This is an optimization exercise on Yosys and OpenROAD, whose aim is small area, a short achievable clock period and few clock cycles, not a production implementation. In this exercise RTL edits were held to simulation tests only and were not proved equivalent to the original.

alpha:
==> flow/design.v <==
package ale_pkg;
	localparam logic [3:0] REQ_CLEAR   = 4'd0;
	localparam logic [3:0] REQ_INSERT  = 4'd1;
	localparam logic [3:0] REQ_DELETE  = 4'd2;
	localparam logic [3:0] REQ_LOCATE  = 4'd3;
	localparam logic [3:0] REQ_GET     = 4'd4;
	localparam logic [3:0] REQ_SINSERT = 4'd5;
	localparam logic [3:0] REQ_SORT    = 4'd6;
	localparam logic [3:0] REQ_REVERSE = 4'd7;
	localparam logic [3:0] REQ_DEDUP   = 4'd8;
	localparam logic [1:0] ST_OK       = 2'd0;
	localparam logic [1:0] ST_BADPOS   = 2'd1;
	localparam logic [1:0] ST_FULL     = 2'd2;
	localparam logic [1:0] ST_NOTFOUND = 2'd3;
	typedef struct packed {
		logic        list_empty;
		logic [7:0]  element_count;
		logic [31:0] read_value;
		logic [7:0]  found_position;
		logic [1:0]  status;
	} result_t;
endpackage
module array_list_engine #(
	parameter int LIST_DEPTH = 128
) (
	input  logic        clk,
	input  logic        arst_n,
	input  logic        s_tvalid,
	output logic        s_tready,
	input  logic [47:0] s_tdata,   
	output logic        m_tvalid,
	input  logic        m_tready,
	output logic [55:0] m_tdata    
);
	localparam int AW = (LIST_DEPTH > 1) ? $clog2(LIST_DEPTH) : 1;
	localparam int CW = $clog2(LIST_DEPTH + 1);
	localparam int IW = (CW + 1 > 9) ? CW + 1 : 9;
	localparam logic [3:0] S_IDLE  = 4'd0;
	localparam logic [3:0] S_DEC   = 4'd1;
	localparam logic [3:0] S_RD    = 4'd2;   
	localparam logic [3:0] S_ACT   = 4'd3;   
	localparam logic [3:0] S_WR    = 4'd4;   
	localparam logic [3:0] S_DONE  = 4'd5;
	localparam logic [3:0] S_OUT   = 4'd6;
	logic [3:0]    state_q;
	logic [3:0]    kind_q;
	logic [7:0]    pos_q;
	logic [31:0]   val_q;
	logic [CW-1:0] count_q;
	logic [IW-1:0] i_q, j_q;     
	logic [31:0]   tmp_q;        
	logic [31:0]   a_q;          
	logic          phase_q;
	ale_pkg::result_t res_q;
	logic [1:0]    st_q;
	logic [7:0]    fpos_q;
	logic [31:0]   rval_q;
	logic [31:0] mem [LIST_DEPTH];
	logic [31:0] rd_q;
	logic [AW-1:0] addr;
	logic          we;
	logic [31:0]   wd;
	logic [AW-1:0] raddr;
	always_ff @(posedge clk) begin
		if (we)
			mem[addr] <= wd;
		rd_q <= mem[raddr];
	end
	always_comb begin
		raddr = addr;
		if (state_q == S_ACT && phase_q &&
		    (kind_q == ale_pkg::REQ_SORT || kind_q == ale_pkg::REQ_INSERT ||
		     kind_q == ale_pkg::REQ_SINSERT))
			raddr = AW'(((kind_q == ale_pkg::REQ_SORT) ? j_q : i_q) - 2'd2);
		else if (state_q == S_ACT && ((kind_q == ale_pkg::REQ_SINSERT && !phase_q) ||
		         kind_q == ale_pkg::REQ_DELETE || kind_q == ale_pkg::REQ_LOCATE))
			raddr = AW'(i_q + 1'b1);
	end
	logic signed [31:0] cmp_a, cmp_b;
	logic cmp_gt, cmp_eq;
	assign cmp_gt = cmp_a > cmp_b;
	assign cmp_eq = cmp_a == cmp_b;
	always_comb begin
		cmp_a = rd_q;
		cmp_b = val_q;
		case (kind_q)
			ale_pkg::REQ_SINSERT: begin
				cmp_a = val_q; cmp_b = rd_q;
			end
			ale_pkg::REQ_SORT, ale_pkg::REQ_DEDUP: cmp_b = tmp_q;
			default: ;
		endcase
	end
	logic [IW-1:0] cnt_x, pos_x;
	assign cnt_x = {{(IW-CW){1'b0}}, count_q};
	assign pos_x = {{(IW-8){1'b0}}, pos_q};
	assign s_tready = (state_q == S_IDLE);
	assign m_tvalid = (state_q == S_OUT);
	assign m_tdata  = {5'd0, res_q};
	always_comb begin
		addr = i_q[AW-1:0];
		we = 1'b0;
		wd = rd_q;
		case (state_q)
			S_RD: begin
				case (kind_q)
					ale_pkg::REQ_INSERT, ale_pkg::REQ_SINSERT: begin
						if (phase_q) addr = AW'(i_q - 1'b1);
					end
					ale_pkg::REQ_REVERSE, ale_pkg::REQ_SORT: begin
						if (phase_q) addr = AW'(j_q - 1'b1);
					end
					default: ;
				endcase
			end
			S_ACT: begin
				case (kind_q)
					ale_pkg::REQ_INSERT, ale_pkg::REQ_SINSERT: begin
						if (phase_q) begin
							we = 1'b1; addr = i_q[AW-1:0];
						end
					end
					ale_pkg::REQ_DELETE: begin
						we = 1'b1; addr = AW'(i_q - 1'b1);
					end
					ale_pkg::REQ_REVERSE: begin
						if (phase_q) begin
							we = 1'b1; addr = i_q[AW-1:0];
						end
					end
					ale_pkg::REQ_DEDUP: begin
						if (phase_q && !cmp_eq) begin
							we = 1'b1; addr = AW'(j_q + 1'b1);
						end
					end
					ale_pkg::REQ_SORT: begin
						if (phase_q && cmp_gt) begin
							we = 1'b1; addr = j_q[AW-1:0];
						end
					end
					default: ;
				endcase
			end
			S_WR: begin
				case (kind_q)
					ale_pkg::REQ_INSERT, ale_pkg::REQ_SINSERT: begin
						we = 1'b1; addr = j_q[AW-1:0]; wd = val_q;
					end
					ale_pkg::REQ_REVERSE: begin
						we = 1'b1; addr = AW'(j_q - 1'b1); wd = a_q;
					end
					ale_pkg::REQ_SORT: begin
						we = 1'b1; addr = j_q[AW-1:0]; wd = tmp_q;
					end
					default: ;
				endcase
			end
			default: ;
		endcase
	end
	always_ff @(posedge clk or negedge arst_n) begin
		if (!arst_n) begin
			state_q <= S_IDLE;
			kind_q  <= '0;
			pos_q   <= '0;
			val_q   <= '0;
			count_q <= '0;
			i_q     <= '0;
			j_q     <= '0;
			tmp_q   <= '0;
			a_q     <= '0;
			phase_q <= 1'b0;
			res_q   <= '0;
			st_q    <= ale_pkg::ST_OK;
			fpos_q  <= '0;
			rval_q  <= '0;
		end else begin
			case (state_q)
				S_IDLE: begin
					if (s_tvalid) begin
						kind_q  <= s_tdata[3:0];
						pos_q   <= s_tdata[11:4];
						val_q   <= s_tdata[43:12];
						st_q    <= ale_pkg::ST_OK;
						fpos_q  <= '0;
						rval_q  <= '0;
						phase_q <= 1'b0;
						state_q <= S_DEC;
					end
				end
				S_DEC: begin
					state_q <= S_DONE;
					case (kind_q)
						ale_pkg::REQ_CLEAR: count_q <= '0;
						ale_pkg::REQ_INSERT: begin
							if (pos_x == '0 || pos_x > cnt_x)
								st_q <= ale_pkg::ST_BADPOS;
							else if (cnt_x >= IW'(LIST_DEPTH))
								st_q <= ale_pkg::ST_FULL;
							else begin
								i_q <= cnt_x; j_q <= pos_x - 1'b1;
								phase_q <= 1'b1; fpos_q <= pos_q; state_q <= S_RD;
							end
						end
						ale_pkg::REQ_SINSERT: begin
							if (cnt_x >= IW'(LIST_DEPTH))
								st_q <= ale_pkg::ST_FULL;
							else begin
								i_q <= '0; phase_q <= 1'b0; state_q <= S_RD;
							end
						end
						ale_pkg::REQ_DELETE, ale_pkg::REQ_GET: begin
							if (pos_x == '0 || pos_x > cnt_x)
								st_q <= ale_pkg::ST_BADPOS;
							else begin
								fpos_q <= pos_q;
								i_q <= (kind_q == ale_pkg::REQ_GET) ? pos_x - 1'b1 : pos_x;
								state_q <= S_RD;
							end
						end
						ale_pkg::REQ_LOCATE: begin
							st_q <= ale_pkg::ST_NOTFOUND;
							i_q <= '0; state_q <= S_RD;
						end
						ale_pkg::REQ_SORT: begin
							i_q <= IW'(1); phase_q <= 1'b0; state_q <= S_RD;
						end
						ale_pkg::REQ_REVERSE: begin
							i_q <= '0; j_q <= cnt_x; phase_q <= 1'b0;
							state_q <= S_RD;
						end
						ale_pkg::REQ_DEDUP: begin
							if (cnt_x > IW'(1)) begin
								i_q <= '0; j_q <= '0; phase_q <= 1'b0;
								state_q <= S_RD;
							end
						end
						default: st_q <= ale_pkg::ST_BADPOS;
					endcase
				end
				S_RD: begin
					state_q <= S_ACT;
					case (kind_q)
						ale_pkg::REQ_INSERT, ale_pkg::REQ_SINSERT: begin
							if (phase_q) begin
								if (i_q == j_q) state_q <= S_WR;   
							end else if (i_q >= cnt_x) begin
								j_q <= i_q; i_q <= cnt_x; phase_q <= 1'b1;
								fpos_q <= 8'(i_q + 1'b1);
								state_q <= S_RD;
							end
						end
						ale_pkg::REQ_DELETE: begin
							if (i_q >= cnt_x) begin
								count_q <= count_q - 1'b1; state_q <= S_DONE;
							end
						end
						ale_pkg::REQ_LOCATE: begin
							if (i_q >= cnt_x) state_q <= S_DONE;
						end
						ale_pkg::REQ_SORT: begin
							if (!phase_q && i_q >= cnt_x) state_q <= S_DONE;
							else if (phase_q && j_q == '0) state_q <= S_WR;
						end
						ale_pkg::REQ_REVERSE: begin
							if (!phase_q && i_q + 1'b1 >= j_q) state_q <= S_DONE;
						end
						ale_pkg::REQ_DEDUP: begin
							if (phase_q && i_q >= cnt_x) begin
								count_q <= CW'(j_q + 1'b1); state_q <= S_DONE;
							end
						end
						default: ;
					endcase
				end
				S_ACT: begin
					state_q <= S_RD;
					case (kind_q)
						ale_pkg::REQ_GET: begin
							rval_q <= rd_q; state_q <= S_DONE;
						end
						ale_pkg::REQ_INSERT, ale_pkg::REQ_SINSERT: begin
							if (phase_q) begin
								i_q <= i_q - 1'b1;
								state_q <= (i_q - 1'b1 == j_q) ? S_WR : S_ACT;
							end
							else if (cmp_gt) begin
								if (i_q + 1'b1 >= cnt_x) begin
									j_q <= i_q + 1'b1; i_q <= cnt_x; phase_q <= 1'b1;
									fpos_q <= 8'(i_q + 2'd2);
								end else begin
									i_q <= i_q + 1'b1;
									state_q <= S_ACT;
								end
							end else begin
								j_q <= i_q; i_q <= cnt_x; phase_q <= 1'b1;
								fpos_q <= 8'(i_q + 1'b1);
							end
						end
						ale_pkg::REQ_DELETE: begin
							i_q <= i_q + 1'b1;
							if (i_q + 1'b1 >= cnt_x) begin
								count_q <= count_q - 1'b1; state_q <= S_DONE;
							end else
								state_q <= S_ACT;
						end
						ale_pkg::REQ_LOCATE: begin
							if (cmp_eq) begin
								st_q <= ale_pkg::ST_OK;
								fpos_q <= 8'(i_q + 1'b1);
								state_q <= S_DONE;
							end else begin
								i_q <= i_q + 1'b1;
								state_q <= (i_q + 1'b1 >= cnt_x) ? S_DONE : S_ACT;
							end
						end
						ale_pkg::REQ_REVERSE: begin
							if (!phase_q) begin
								a_q <= rd_q; phase_q <= 1'b1;
							end else
								state_q <= S_WR;
						end
						ale_pkg::REQ_DEDUP: begin
							if (!phase_q) begin
								tmp_q <= rd_q; phase_q <= 1'b1; i_q <= IW'(1);
							end else begin
								if (!cmp_eq) begin
									j_q <= j_q + 1'b1; tmp_q <= rd_q;
								end
								i_q <= i_q + 1'b1;
							end
						end
						ale_pkg::REQ_SORT: begin
							if (!phase_q) begin
								tmp_q <= rd_q; j_q <= i_q; phase_q <= 1'b1;
							end else if (cmp_gt) begin
								j_q <= j_q - 1'b1;
								state_q <= (j_q == IW'(1)) ? S_WR : S_ACT;
							end else
								state_q <= S_WR;
						end
						default: state_q <= S_DONE;
					endcase
				end
				S_WR: begin
					state_q <= S_RD;
					case (kind_q)
						ale_pkg::REQ_INSERT, ale_pkg::REQ_SINSERT: begin
							count_q <= count_q + 1'b1; state_q <= S_DONE;
						end
						ale_pkg::REQ_REVERSE: begin
							i_q <= i_q + 1'b1; j_q <= j_q - 1'b1; phase_q <= 1'b0;
						end
						default: begin
							i_q <= i_q + 1'b1; phase_q <= 1'b0;
						end
					endcase
				end
				S_DONE: begin
					res_q.status         <= st_q;
					res_q.found_position <= fpos_q;
					res_q.read_value     <= rval_q;
					res_q.element_count  <= 8'(count_q);
					res_q.list_empty     <= (count_q == '0);
					state_q <= S_OUT;
				end
				S_OUT: if (m_tready) state_q <= S_IDLE;
				default: state_q <= S_IDLE;
			endcase
		end
	end
endmodule
Settings: LEC_CHECK=0, CAP_MARGIN=20, CORE_MARGIN=2, CORE_UTILIZATION=30, PLACE_DENSITY=0.45, SLEW_MARGIN=20; clock period 10.0 ns.
run.sh (not shown) runs the stock make flow with config.mk's settings and CLKGATE_MAP_FILE= SYNTH_SCRIPT=/design/flow/synth_recipe.tcl, a recipe that flattens the netlist after the stock synthesis.
Testbench counts of alpha, summed over its fixed seeds: cycles 209,872.
--- input diff alpha..beta ---
--- a/flow/design.v
+++ b/flow/design.v
@@ -70,10 +70,14 @@
 		raddr = addr;
 		if (state_q == S_ACT && phase_q &&
 		    (kind_q == ale_pkg::REQ_SORT || kind_q == ale_pkg::REQ_INSERT ||
 		     kind_q == ale_pkg::REQ_SINSERT))
 			raddr = AW'(((kind_q == ale_pkg::REQ_SORT) ? j_q : i_q) - 2'd2);
+		else if (state_q == S_ACT && kind_q == ale_pkg::REQ_SORT && !phase_q)
+			raddr = AW'(i_q - 1'b1);     
+		else if (state_q == S_WR && kind_q == ale_pkg::REQ_SORT)
+			raddr = AW'(i_q + 1'b1);     
 		else if (state_q == S_ACT && ((kind_q == ale_pkg::REQ_SINSERT && !phase_q) ||
 		         kind_q == ale_pkg::REQ_DELETE || kind_q == ale_pkg::REQ_LOCATE))
 			raddr = AW'(i_q + 1'b1);
 	end
 	logic signed [31:0] cmp_a, cmp_b;
@@ -92,11 +96,11 @@
 		endcase
 	end
 	logic [IW-1:0] cnt_x, pos_x;
 	assign cnt_x = {{(IW-CW){1'b0}}, count_q};
 	assign pos_x = {{(IW-8){1'b0}}, pos_q};
-	assign s_tready = (state_q == S_IDLE);
+	assign s_tready = (state_q == S_IDLE) || (state_q == S_OUT && m_tready);
 	assign m_tvalid = (state_q == S_OUT);
 	assign m_tdata  = {5'd0, res_q};
 	always_comb begin
 		addr = i_q[AW-1:0];
 		we = 1'b0;
@@ -331,10 +335,11 @@
 							end
 						end
 						ale_pkg::REQ_SORT: begin
 							if (!phase_q) begin
 								tmp_q <= rd_q; j_q <= i_q; phase_q <= 1'b1;
+								state_q <= S_ACT;
 							end else if (cmp_gt) begin
 								j_q <= j_q - 1'b1;
 								state_q <= (j_q == IW'(1)) ? S_WR : S_ACT;
 							end else
 								state_q <= S_WR;
@@ -351,10 +356,11 @@
 						ale_pkg::REQ_REVERSE: begin
 							i_q <= i_q + 1'b1; j_q <= j_q - 1'b1; phase_q <= 1'b0;
 						end
 						default: begin
 							i_q <= i_q + 1'b1; phase_q <= 1'b0;
+							state_q <= (i_q + 1'b1 >= cnt_x) ? S_DONE : S_ACT;
 						end
 					endcase
 				end
 				S_DONE: begin
 					res_q.status         <= st_q;
@@ -362,11 +368,25 @@
 					res_q.read_value     <= rval_q;
 					res_q.element_count  <= 8'(count_q);
 					res_q.list_empty     <= (count_q == '0);
 					state_q <= S_OUT;
 				end
-				S_OUT: if (m_tready) state_q <= S_IDLE;
+				S_OUT: begin
+					if (m_tready) begin
+						if (s_tvalid) begin
+							kind_q  <= s_tdata[3:0];
+							pos_q   <= s_tdata[11:4];
+							val_q   <= s_tdata[43:12];
+							st_q    <= ale_pkg::ST_OK;
+							fpos_q  <= '0;
+							rval_q  <= '0;
+							phase_q <= 1'b0;
+							state_q <= S_DEC;
+						end else
+							state_q <= S_IDLE;
+					end
+				end
 				default: state_q <= S_IDLE;
 			endcase
 		end
 	end
 endmodule
Results
Taking beta as 1.0, alpha lands at 1.4 on synthesized area divided by synthesized cell count. Going from alpha to beta, number of non-clock inverters grew by more than 100%. Summary: with alpha as the reference, logic depth of the worst setup path including buffers in beta moved up by a little under 10%. The lower total wirelength of the detailed-routed design came out of alpha. The standard cell with the maximum stage delay on the critical path comes out sky130_fd_sc_hd__dfrtp_1 in one run and sky130_fd_sc_hd__o31ai_1 in the other, namely in beta and alpha respectively. Via count on beta is behind alpha. Against alpha, fmax in beta rose by a few percent. Compared with alpha, beta shows a higher total track usage. Global-route wire length before repair came out higher on beta than on alpha.
Testbench counts of beta, summed over its fixed seeds: cycles 191,372.

[separate check: timing with driven ports]
In the flow no input, the clock included, has a driving cell. The finished layouts below were timed again as built, in two steps. Step 1 assumes that a clkbuf_16 drives the clock port and a buf_2 every other input. Step 2 times the ports against the registers' clock, not the clock port: input delays grow and output delays shrink by t, the midpoint of the rising clock arrivals with the driver on. Three values: ideal ports, drivers, drivers and shift; two values: the first two.
run	t (ns)	setup WS [ns]	hold WS [ns]	worst data-port slew with drivers (ns)
alpha	1.139	0.940 / 0.940 / 0.940	0.465 / 0.465 / 0.465	0.05
beta	1.151	1.131 / 1.131 / 1.131	0.480 / 0.480 / 0.480	0.09
After both steps setup and hold are still met in every run listed.
